Source: an optimization exercise on an open RTL-to-GDS flow (aim: small area and a short achievable clock period). Production flows keep margins and buffers that such runs may drop.
Function was checked by simulation only, so behaviour that the tests miss may differ from the original.
Power figures rest on the tool's default switching activity, not on a simulated workload.

run A:
Design fp16_mac, start of the top module:
module fp16_mac (
    input  logic                        clk,
    input  logic                        rst,
    input  logic                        in_valid_i,
    input  logic [2-1:0]           tag_i,
    input  logic [16-1:0]          k_i,
    input  logic [16-1:0]          x_i,
    input  logic [16-1:0]          b_i,
    output logic                        out_valid_o,
    output logic [2-1:0]           tag_o,
    output logic [16-1:0]          result_o
);
Size: about 72 I/O pins, ~18000 µm² of cells after synthesis.
make LEC_CHECK=0 CAP_MARGIN=20 CORE_MARGIN=2 CORE_UTILIZATION=40 CTS_CLUSTER_DIAMETER=70 CTS_CLUSTER_SIZE=40 PLACE_DENSITY=0.72 SETUP_SLACK_MARGIN=2.8 SLEW_MARGIN=20 finish   # period 6.0 ns
run.sh (not shown) runs the stock make flow with config.mk's settings and CLKGATE_MAP_FILE= SYNTH_SCRIPT=/design/flow/synth_recipe.tcl, a recipe that flattens the netlist after the stock synthesis.
Setup changes, run A to run B
Settings: clearing CTS_CLUSTER_SIZE, which used to be 40; clearing CTS_CLUSTER_DIAMETER, which used to be 70; clearing PLACE_DENSITY, which used to be 0.72.
==> run summary <==
Comparing run B and run A, the lower area added between synthesis and finish was measured on run A. | power | higher: run B |. Delta (run B minus run A): floorplan row count held, number of buffers created by CTS now sits higher, hold slack roughly the same, switching power total increased about 1.8%. Looking at wire length, run B sits about 3.5% above run A. The lower transition at the pin with the smallest max-transition slack of run B and run A is in run B.
--- input diff run B..run C ---
Settings: putting CTS_CLUSTER_DIAMETER at 70 where nothing was set; putting CTS_CLUSTER_SIZE at 40 where nothing was set.
Results
As far as max-cap violation count goes, run C and run B are indistinguishable; the numbers are identical. Worst hold margin: higher on run C. Of run B and run C, run B shows the higher internal power, with run C below it. H-tree depth was lower in run C than in run B. Summary of run C over run B: finished layout cell area now sits lower; met1 track utilization from global routing now sits higher; sequential share of layout area now sits higher. Summary of run C over run B: share of the clock period used by the worst path went down; total power -about 5%; wire length roughly the same. On run C: relative area change from synthesis to final layout is 2.2 points lower than what run B gave.
Here is what was changed in the inputs of run D compared with run C.
Settings: CTS_CLUSTER_DIAMETER: 70 -> 60; CTS_CLUSTER_SIZE: 40 -> 35; ABC_AREA: unset -> 1.
Findings:
- No run among run C and run D stopped early or left any final violation; all are clean.
- Final routed wirelength across all metal layers of run D exceeds that of run C by a few percent.
- First-pass GRT wire length is higher on run D
- Delta (run D minus run C): post-route non-filler standard cell count now sits higher, synthesized cell count now larger.
- Delta (run D minus run C): overall power after layout went up; setup slack climbed 0.0080 ns; met3 wire length lower; clock network fraction of total power now larger.
- In the reports for run C and run D, the larger number of buffers inserted to repair setup after CTS belongs to run C.
> inputs changed (run D -> run E)
Settings: CTS_CLUSTER_DIAMETER: 60 -> 80; SETUP_SLACK_MARGIN: 2.8 -> 3.1; ABC_AREA: 1 -> unset; CTS_CLUSTER_SIZE: 35 -> 40.
--- outcome ---
Post-CTS resize count (lower): run D. Worst slack on hold paths delta (run E − run D): favourable. Going from run D to run E, global-route wire length before repair shrank by a few percent. The overall via count from detail_route of run E falls short of that of run D by 9.9%. Run E falls short of run D in internal portion of total power. Going from run D to run E, instance area at placement decreased 550 µm²; sequential cell area in the final layout increased about 0.36%. For run E, the cell type of the slowest stage on the worst timing path was sky130_fd_sc_hd__fa_1, unlike run D, where it was sky130_fd_sc_hd__fa_2. Relative to run D, the first-iteration DRC count measured on run E has decreased by more than a quarter.
The inputs of run F differ from those of run E as listed below.
Settings: a change of SETUP_SLACK_MARGIN from 3.1 to 2.8; a change of CORE_UTILIZATION from 40 to 50; a change of CTS_CLUSTER_DIAMETER from 80 to 70.
==> run summary <==
Run F vs run E — area growth from synthesis to layout dropped 5.8 points.
Die outline height (lower): run F
On run F: maximum ir drop on the vdd rail is 25% higher than what run E gave.
Taking run E as the reference, in run F half-perimeter wire length after detailed placement has increased, worst-case setup margin in the final layout has decreased, floorplan die width now sits lower.
Run E → run F: relative contribution of combinational cells to total power has decreased, count of flip-flops with a built-in enable after synthesis roughly the same, final standard cell count with taps included and fillers excluded saw a decrease.
Run F contains fewer vias than run E.
For the global-route usage over all layers, run F came in 5.6 points higher than run E did.

## re-timing with driven ports
The results above use ideal ports. As a check the final layouts listed here were re-extracted and re-timed, cells and wires unchanged.
Step 1 sets driving cells, clkbuf_16 on the clock port and buf_2 on the other inputs (assumed; they add their load-dependent delay and slew).
Step 2 adds t to the input delays and takes it off the output delays; t is the mean of the earliest and latest rising clock arrival at the registers after step 1. Input paths then give back, and output paths get back, about the clock's delay inside the block.
Slacks: ideal ports / drivers / drivers and shift; pairs: ideal ports / drivers.
run | shift t [ns] | slack for setup (ns) | hold slack, ns | clock arrival spread, ns | worst slew at a driven data input, ns
run A | 0.603 | 2.748 / 2.748 / 2.246 | 0.323 / 0.323 / 0.323 | 0.041 / 0.041 | 0.05
run B | 0.587 | 2.798 / 2.798 / 2.298 | 0.324 / 0.324 / 0.324 | 0.019 / 0.020 | 0.04
run C | 0.621 | 2.873 / 2.897 / 2.276 | 0.331 / 0.331 / 0.331 | 0.022 / 0.023 | 0.05
run D | 0.637 | 2.881 / 2.905 / 2.267 | 0.317 / 0.317 / 0.317 | 0.026 / 0.025 | 0.05
run E | 0.578 | 2.906 / 2.916 / 2.338 | 0.324 / 0.324 / 0.324 | 0.039 / 0.039 | 0.07
run F | 0.585 | 2.850 / 2.878 / 2.293 | 0.326 / 0.326 / 0.326 | 0.026 / 0.026 | 0.06
After both steps every run listed still meets setup and hold. The setup slack of run D, which loses most, moves by +0.024 ns with the drivers and by -0.614 ns with both steps.
